Source: an optimization exercise on an open RTL-to-GDS flow (aim: small area and a short achievable clock period). Production flows keep margins and buffers that such runs may drop. The RTL was checked by simulation tests, not by an equivalence proof against the original design. Power figures rest on the tool's default switching activity, not on a simulated workload.

==> inputs of build 51 <==
==> flow/design.v <==
`default_nettype none
package rv_exec_pkg;
        localparam int XLEN = 64;
endpackage
`default_nettype wire
`default_nettype none
module rv_decode_stage (
        input  logic                   clk,
        input  logic                   rst_i,
        input  logic                   valid_i,
        input  logic [223:0]           req_i,
        output logic                   dec_valid_o,
        output logic [64-1:0]       a_o,         
        output logic [64-1:0]       b_o,         
        output logic                   cin_o,       
        output logic [2:0]             fsel_o,      
        output logic                   sra_o,
        output logic [64-1:0]       base_o,      
        output logic [31:0]            imm_o,       
        output logic                   clr0_o,      
        output logic                   wbv_o,
        output logic                   rdv_o,
        output logic [5-1:0] rd_o
);
        logic [63:0] pc, rs1, rs2;
        logic [31:0] inst;
        logic [6:0]  opcode;
        logic [2:0]  f3;
        assign pc   = req_i[223:160];
        assign inst = req_i[159:128];
        assign rs1  = req_i[127:64];
        assign rs2  = req_i[63:0];
        assign opcode = inst[6:0];
        assign f3     = inst[14:12];
        logic is_op, is_imm, is_lui, is_auipc, is_br, is_jal, is_jalr, is_alu;
        assign is_op    = (opcode == 7'b0110011);
        assign is_imm   = (opcode == 7'b0010011);
        assign is_lui   = (opcode == 7'b0110111);
        assign is_auipc = (opcode == 7'b0010111);
        assign is_br    = (opcode == 7'b1100011);
        assign is_jal   = (opcode == 7'b1101111);
        assign is_jalr  = (opcode == 7'b1100111);
        assign is_alu   = is_op | is_imm;
        logic alt, sub, flip, sll;
        assign alt  = inst[30] & (is_op | (f3 == 3'b101));
        assign sub  = is_alu & ((f3 == 3'b000 & alt) | (f3[2:1] == 2'b01));
        assign flip = is_alu & (f3 == 3'b010);
        assign sll  = is_alu & (f3 == 3'b001);
        logic [63:0] imm_i, imm_u;
        assign imm_i = {{52{inst[31]}}, inst[31:20]};
        assign imm_u = {{32{inst[31]}}, inst[31:12], 12'b0};
        logic        eq, lt, taken;
        logic [63:0] cx, cy;
        assign cx    = {rs1[63] ^ ~f3[1], rs1[62:0]};
        assign cy    = {rs2[63] ^ ~f3[1], rs2[62:0]};
        assign eq    = (rs1 == rs2);
        assign lt    = (cx < cy);
        always_comb begin
                case (f3)
                        3'b000:  taken = eq;
                        3'b001:  taken = ~eq;
                        3'b100,
                        3'b110:  taken = lt;
                        3'b101,
                        3'b111:  taken = ~lt;
                        default: taken = 1'b0;
                endcase
        end
        logic [63:0] a_src, b_src, rs1_rev;
        always_comb begin
                for (int i = 0; i < 64; i++) rs1_rev[i] = rs1[63-i];
        end
        always_comb begin
                if (is_lui)                           a_src = '0;
                else if (is_auipc | is_jal | is_jalr) a_src = pc;
                else if (sll)                         a_src = rs1_rev;
                else                                  a_src = rs1;
                a_src[63] = a_src[63] ^ flip;
        end
        always_comb begin
                if (is_imm)                b_src = imm_i;
                else if (is_lui | is_auipc) b_src = imm_u;
                else if (is_jal | is_jalr) b_src = 64'd4;
                else                       b_src = rs2;
                b_src[63] = b_src[63] ^ flip;
        end
        logic [31:0] imm_t;
        always_comb begin
                if (is_br)       imm_t = taken ? {{20{inst[31]}}, inst[7], inst[30:25], inst[11:8], 1'b0}
                                               : 32'd4;
                else if (is_jal) imm_t = {{12{inst[31]}}, inst[19:12], inst[20], inst[30:21], 1'b0};
                else             imm_t = {{20{inst[31]}}, inst[31:20]};
        end
        always_ff @(posedge clk) begin
                if (rst_i) dec_valid_o <= 1'b0;
                else       dec_valid_o <= valid_i;
        end
        always_ff @(posedge clk) begin
                a_o    <= a_src;
                b_o    <= b_src ^ {64{sub}};
                cin_o  <= sub;
                fsel_o <= is_alu ? f3 : 3'b000;
                sra_o  <= inst[30] & (f3 == 3'b101);
                base_o <= is_jalr ? rs1 : pc;
                imm_o  <= imm_t;
                clr0_o <= ~is_br;
                wbv_o  <= is_alu | is_lui | is_auipc | is_jal | is_jalr;
                rdv_o  <= is_br | is_jal | is_jalr;
                rd_o   <= inst[11:7];
        end
endmodule
`default_nettype wire
`default_nettype none
module rv_alu_branch_stage (
        input  logic                   clk,
        input  logic                   rst_i,
        input  logic                   dec_valid_i,
        input  logic [64-1:0]       a_i,
        input  logic [64-1:0]       b_i,
        input  logic                   cin_i,
        input  logic [2:0]             fsel_i,
        input  logic                   sra_i,
        input  logic [64-1:0]       base_i,
        input  logic [31:0]            imm_i,
        input  logic                   clr0_i,
        input  logic                   wbv_i,
        input  logic                   rdv_i,
        input  logic [5-1:0] rd_i,
        output logic                   wb_valid_o,
        output logic [68:0]            wb_o,
        output logic                   redir_valid_o,
        output logic [63:0]            redir_o
);
        logic [63:0] sum;
        logic        cout, lt;
        assign {cout, sum} = {1'b0, a_i} + {1'b0, b_i} + {64'b0, cin_i};
        assign lt = ~cout;
        logic [5:0]  shamt;
        logic [63:0] shr, shl;
        assign shamt = b_i[5:0];
        assign shr   = 64'($signed({sra_i & a_i[63], a_i}) >>> shamt);
        always_comb begin
                for (int i = 0; i < 64; i++) shl[i] = shr[63-i];
        end
        logic [63:0] alu_res;
        always_comb begin
                case (fsel_i)
                        3'b000:  alu_res = sum;
                        3'b001:  alu_res = shl;
                        3'b010,
                        3'b011:  alu_res = {63'b0, lt};
                        3'b100:  alu_res = a_i ^ b_i;
                        3'b101:  alu_res = shr;
                        3'b110:  alu_res = a_i | b_i;
                        default: alu_res = a_i & b_i;
                endcase
        end
        logic [63:0] tgt;
        assign tgt = base_i + {{32{imm_i[31]}}, imm_i};
        always_ff @(posedge clk) begin
                if (rst_i) begin
                        wb_valid_o    <= 1'b0;
                        redir_valid_o <= 1'b0;
                end else begin
                        wb_valid_o    <= dec_valid_i & wbv_i;
                        redir_valid_o <= dec_valid_i & rdv_i;
                end
        end
        always_ff @(posedge clk) begin
                wb_o    <= {rd_i, alu_res};
                redir_o <= {tgt[63:1], tgt[0] & ~clr0_i};
        end
endmodule
`default_nettype wire
`default_nettype none
module rv_execute_top (
        input  logic         clk,
        input  logic         rst_i,
        input  logic         valid_i,
        input  logic [223:0] req_i,              
        output logic         wb_valid_o,
        output logic [68:0]  wb_o,               
        output logic         redir_valid_o,
        output logic [63:0]  redir_o             
);
        logic                   dec_valid;
        logic [64-1:0]       a, b, base;
        logic                   cin, sra, clr0, wbv, rdv;
        logic [31:0]            imm;
        logic [2:0]             fsel;
        logic [5-1:0] rd;
        rv_decode_stage u_decode (
                .clk         (clk),
                .rst_i       (rst_i),
                .valid_i     (valid_i),
                .req_i       (req_i),
                .dec_valid_o (dec_valid),
                .a_o         (a),
                .b_o         (b),
                .cin_o       (cin),
                .fsel_o      (fsel),
                .sra_o       (sra),
                .base_o      (base),
                .imm_o       (imm),
                .clr0_o      (clr0),
                .wbv_o       (wbv),
                .rdv_o       (rdv),
                .rd_o        (rd)
        );
        rv_alu_branch_stage u_exec (
                .clk           (clk),
                .rst_i         (rst_i),
                .dec_valid_i   (dec_valid),
                .a_i           (a),
                .b_i           (b),
                .cin_i         (cin),
                .fsel_i        (fsel),
                .sra_i         (sra),
                .base_i        (base),
                .imm_i         (imm),
                .clr0_i        (clr0),
                .wbv_i         (wbv),
                .rdv_i         (rdv),
                .rd_i          (rd),
                .wb_valid_o    (wb_valid_o),
                .wb_o          (wb_o),
                .redir_valid_o (redir_valid_o),
                .redir_o       (redir_o)
        );
endmodule
`default_nettype wire
==> flow/run.sh <==
#!/bin/bash
# synth_recipe.tcl (not shown) runs the flow's synth.tcl, then flattens the netlist and writes it again
# the make line also repeats each setting of config.mk as NAME=value (left out here)
make -C /OpenROAD-flow-scripts/flow DESIGN_CONFIG=/design/flow/config.mk WORK_HOME=/design/flow/orfs CLKGATE_MAP_FILE= SYNTH_SCRIPT=/design/flow/synth_recipe.tcl finish
==> flow/config.mk <==
export PLATFORM = sky130hd
export DESIGN_NAME = rv_execute_top
export DESIGN_NICKNAME = rv_execute_top
export VERILOG_FILES = /design/flow/design.v
export SDC_FILE = /design/flow/constraint.sdc
export NUM_CORES = 4
export LEC_CHECK = 0
export CAP_MARGIN = 20
export CORE_MARGIN = 2
export CORE_UTILIZATION = 40
export SETUP_SLACK_MARGIN = 3.0
export SLEW_MARGIN = 20
==> flow/constraint.sdc <==
create_clock -name core_clock -period 5.5 [get_ports {clk}]
set_input_delay 1.1000 -clock core_clock [delete_from_list [all_inputs] [get_ports {clk}]]
set_output_delay 1.1000 -clock core_clock [all_outputs]
set_load 0.01 [all_outputs]
==> build 3: changes against build 51 <==
--- a/flow/design.v
+++ b/flow/design.v
@@ -42,9 +42,10 @@
         assign is_jalr  = (opcode == 7'b1100111);
         assign is_alu   = is_op | is_imm;
-        logic alt, sub, flip, sll;
-        assign alt  = inst[30] & (is_op | (f3 == 3'b101));
-        assign sub  = is_alu & ((f3 == 3'b000 & alt) | (f3[2:1] == 2'b01));
-        assign flip = is_alu & (f3 == 3'b010);
-        assign sll  = is_alu & (f3 == 3'b001);
+        logic o6, o5, o4, o3, o2;
+        assign {o6, o5, o4, o3, o2} = inst[6:2];
+        logic sub, flip, sll;
+        assign sub  = ~o2 & (((f3 == 3'b000) & inst[30] & o5) | (f3[2:1] == 2'b01));
+        assign flip = ~o2 & (f3 == 3'b010);
+        assign sll  = ~o2 & (f3 == 3'b001);
         logic [63:0] imm_i, imm_u;
         assign imm_i = {{52{inst[31]}}, inst[31:20]};
@@ -55,5 +56,8 @@
         assign cy    = {rs2[63] ^ ~f3[1], rs2[62:0]};
         assign eq    = (rs1 == rs2);
-        assign lt    = (cx < cy);
+        logic [63:0] cmp_s;
+        logic        ge;
+        rv_pfx_add #(.W(64)) u_cmp (.a(cx), .b(~cy), .cin(1'b1), .s(cmp_s), .cout(ge));
+        assign lt    = ~ge;
         always_comb begin
                 case (f3)
@@ -71,24 +75,26 @@
                 for (int i = 0; i < 64; i++) rs1_rev[i] = rs1[63-i];
         end
-        always_comb begin
-                if (is_lui)                           a_src = '0;
-                else if (is_auipc | is_jal | is_jalr) a_src = pc;
-                else if (sll)                         a_src = rs1_rev;
-                else                                  a_src = rs1;
+        logic a_zero, a_pc;
+        assign a_zero = o2 & o4 & o5;
+        assign a_pc   = o2 & (o6 | ~o5);
+        always_comb begin
+                if (a_zero)    a_src = '0;
+                else if (a_pc) a_src = pc;
+                else if (sll)  a_src = rs1_rev;
+                else           a_src = rs1;
                 a_src[63] = a_src[63] ^ flip;
         end
         always_comb begin
-                if (is_imm)                b_src = imm_i;
-                else if (is_lui | is_auipc) b_src = imm_u;
-                else if (is_jal | is_jalr) b_src = 64'd4;
-                else                       b_src = rs2;
+                if (o2)      b_src = o4 ? imm_u : 64'd4;
+                else if (o5) b_src = rs2;
+                else         b_src = imm_i;
                 b_src[63] = b_src[63] ^ flip;
         end
         logic [31:0] imm_t;
         always_comb begin
-                if (is_br)       imm_t = taken ? {{20{inst[31]}}, inst[7], inst[30:25], inst[11:8], 1'b0}
-                                               : 32'd4;
-                else if (is_jal) imm_t = {{12{inst[31]}}, inst[19:12], inst[20], inst[30:21], 1'b0};
-                else             imm_t = {{20{inst[31]}}, inst[31:20]};
+                if (~o2)     imm_t = taken ? {{20{inst[31]}}, inst[7], inst[30:25], inst[11:8], 1'b0}
+                                           : 32'd4;
+                else if (o3) imm_t = {{12{inst[31]}}, inst[19:12], inst[20], inst[30:21], 1'b0};
+                else         imm_t = {{20{inst[31]}}, inst[31:20]};
         end
         always_ff @(posedge clk) begin
@@ -100,9 +106,9 @@
                 b_o    <= b_src ^ {64{sub}};
                 cin_o  <= sub;
-                fsel_o <= is_alu ? f3 : 3'b000;
+                fsel_o <= o2 ? 3'b000 : f3;
                 sra_o  <= inst[30] & (f3 == 3'b101);
-                base_o <= is_jalr ? rs1 : pc;
+                base_o <= (o2 & ~o3) ? rs1 : pc;
                 imm_o  <= imm_t;
-                clr0_o <= ~is_br;
+                clr0_o <= o2;
                 wbv_o  <= is_alu | is_lui | is_auipc | is_jal | is_jalr;
                 rdv_o  <= is_br | is_jal | is_jalr;
@@ -134,5 +140,5 @@
         logic [63:0] sum;
         logic        cout, lt;
-        assign {cout, sum} = {1'b0, a_i} + {1'b0, b_i} + {64'b0, cin_i};
+        rv_pfx_add #(.W(64)) u_add (.a(a_i), .b(b_i), .cin(cin_i), .s(sum), .cout(cout));
         assign lt = ~cout;
         logic [5:0]  shamt;
@@ -143,19 +149,21 @@
                 for (int i = 0; i < 64; i++) shl[i] = shr[63-i];
         end
-        logic [63:0] alu_res;
+        logic [63:0] other, alu_res;
         always_comb begin
                 case (fsel_i)
-                        3'b000:  alu_res = sum;
-                        3'b001:  alu_res = shl;
-                        3'b010,
-                        3'b011:  alu_res = {63'b0, lt};
-                        3'b100:  alu_res = a_i ^ b_i;
-                        3'b101:  alu_res = shr;
-                        3'b110:  alu_res = a_i | b_i;
-                        default: alu_res = a_i & b_i;
+                        3'b001:  other = shl;
+                        3'b100:  other = a_i ^ b_i;
+                        3'b101:  other = shr;
+                        3'b110:  other = a_i | b_i;
+                        3'b111:  other = a_i & b_i;
+                        default: other = '0;
                 endcase
         end
+        rv_res_sel u_res (.sum(sum), .sel_sum(fsel_i == 3'b000), .lt(lt),
+                          .sel_lt(fsel_i[2:1] == 2'b01), .other(other), .y(alu_res));
         logic [63:0] tgt;
-        assign tgt = base_i + {{32{imm_i[31]}}, imm_i};
+        logic        tgt_co;
+        rv_pfx_add #(.W(64)) u_tgt (.a(base_i), .b({{32{imm_i[31]}}, imm_i}), .cin(1'b0),
+                                    .s(tgt), .cout(tgt_co));
         always_ff @(posedge clk) begin
                 if (rst_i) begin
@@ -170,4 +178,46 @@
                 wb_o    <= {rd_i, alu_res};
                 redir_o <= {tgt[63:1], tgt[0] & ~clr0_i};
+        end
+endmodule
+module rv_res_sel (
+        input  logic [63:0] sum,
+        input  logic        sel_sum,
+        input  logic        lt,
+        input  logic        sel_lt,
+        input  logic [63:0] other,
+        output logic [63:0] y
+);
+        always_comb begin
+                y    = (sum & {64{sel_sum}}) | other;
+                y[0] = y[0] | (lt & sel_lt);
+        end
+endmodule
+module rv_pfx_add #(
+        parameter int W = 64
+) (
+        input  logic [W-1:0] a,
+        input  logic [W-1:0] b,
+        input  logic         cin,
+        output logic [W-1:0] s,
+        output logic         cout
+);
+        logic [W:0] G, P;
+        always_comb begin
+                G[0] = cin;
+                P[0] = 1'b0;
+                for (int i = 0; i < W; i++) begin
+                        G[i+1] = a[i] & b[i];
+                        P[i+1] = a[i] | b[i];
+                end
+                for (int l = 0; (1 << l) < W + 1; l++) begin
+                        for (int i = 0; i < W + 1; i++) begin
+                                if (((i >> l) & 1) == 1) begin
+                                        G[i] = G[i] | (P[i] & G[((i >> l) << l) - 1]);
+                                        P[i] = P[i] & P[((i >> l) << l) - 1];
+                                end
+                        end
+                end
+                for (int i = 0; i < W; i++) s[i] = a[i] ^ b[i] ^ G[i];
+                cout = G[W];
         end
 endmodule
==> flow/flow/run.sh (new file) <==
#!/bin/bash
set -uo pipefail
bash standard.sh "BUFFER_PORTS_ARGS=-buffer_cell sky130_fd_sc_hd__buf_2" finish > standard.log 2>&1
status=$?
tail -20 standard.log
exit $status
==> flow/standard.sh (new file) <==
#!/bin/bash
# synth_recipe.tcl (not shown) runs the flow's synth.tcl, then flattens the netlist and writes it again
# the make line also repeats each setting of config.mk as NAME=value (left out here)
make -C /OpenROAD-flow-scripts/flow DESIGN_CONFIG=/design/flow/config.mk WORK_HOME=/design/flow/orfs CLKGATE_MAP_FILE= SYNTH_SCRIPT=/design/flow/synth_recipe.tcl "${@:-finish}"
--- a/flow/config.mk
+++ b/flow/config.mk
@@ -6,7 +6,9 @@
 export NUM_CORES = 4
 export LEC_CHECK = 0
+export ABC_AREA = 1
 export CAP_MARGIN = 20
 export CORE_MARGIN = 2
-export CORE_UTILIZATION = 40
+export CORE_UTILIZATION = 60
+export CTS_BUF_LIST = sky130_fd_sc_hd__clkbuf_4 sky130_fd_sc_hd__clkbuf_8
 export SETUP_SLACK_MARGIN = 3.0
 export SLEW_MARGIN = 20
removed: flow/run.sh
==> notes <==
- Between build 3 and build 51, the lower synthesized area is in build 51 (gap about 7%, measured against build 51).
- In build 51 the total power is smaller than in build 3, by 6.1%.
- Between build 51 and build 3, the lower combinational power is in build 51 (gap 10%, measured against build 3).
- In build 3 the hold slack is higher than in build 51, by 0.0035 ns.
- Cell area: build 3 is smaller than build 51 (13%).
- Against build 3, the utilization of build 51 is lower by 14 points.
- In sequential cell count, build 51 and build 3 do not differ.
==> figures <==
| metric | build 3 | build 51 |
|---|---|---|
| Status | finished clean | finished clean |
| Post-CTS setup buffer count | 34 | 194 |
| Mean area per synthesized cell | 6.57 um^2 | 8.23 um^2 |
| Final GP Congestion | 1.10 | 1.00 |
| Maximum clock frequency | 366 MHz | 306 MHz |
| Combined global-route utilization of all metal layers | 46.7% | 36.1% |
| Peak supply drop | 0.000277 V | 0.000233 V |
| Capture point of the worst path | u_exec.redir_o[31]$_DFF_P_ | u_exec.wb_o[11]$_DFF_P_ |
| Cell Area, Synth | 30600 um^2 | 28600 um^2 |
| Non-filler instance count after layout | 5767 | 4987 |
| Design area | 36900 um^2 | 42500 um^2 |
| Layout-to-synthesis area ratio | 1.208x | 1.486x |
| Min-delay src | u_decode.rd_o[1]$_DFF_P_ | u_decode.rd_o[4]$_DFF_P_ |
| Clk pwr share | 25.3% | 27.7% |
| Xor and xnor area share after synthesis | 2.03% | 4.96% |
| Detailed-route via count | 35200 | 31100 |

## static timing again, ports no longer ideal
The flow's constraints put no driver on any port. The routed layouts listed below were extracted and timed again, unchanged, in two steps.
Step 1 sets driving cells, clkbuf_16 on the clock port and buf_2 on the other inputs (assumed; they add their load-dependent delay and slew).
Step 2 also shifts input and output timing later by t, the mid clock arrival at the registers, as if the neighbouring blocks saw the same clock.
Slacks: ideal / step 1 / step 2; pairs: ideal / step 1.
run	t, ns	setup slack, ns	worst setup path after step 2	pins driven straight from the clock port
build 51	0.667	2.227 / 2.227 / 1.594	input to register	1
build 3	0.748	2.765 / 2.765 / 2.190	input to register	1
After both steps setup and hold are still met in every run listed. For build 51, which loses most, drivers alone change the setup slack by 0.000 ns; drivers and shift together by -0.633 ns.
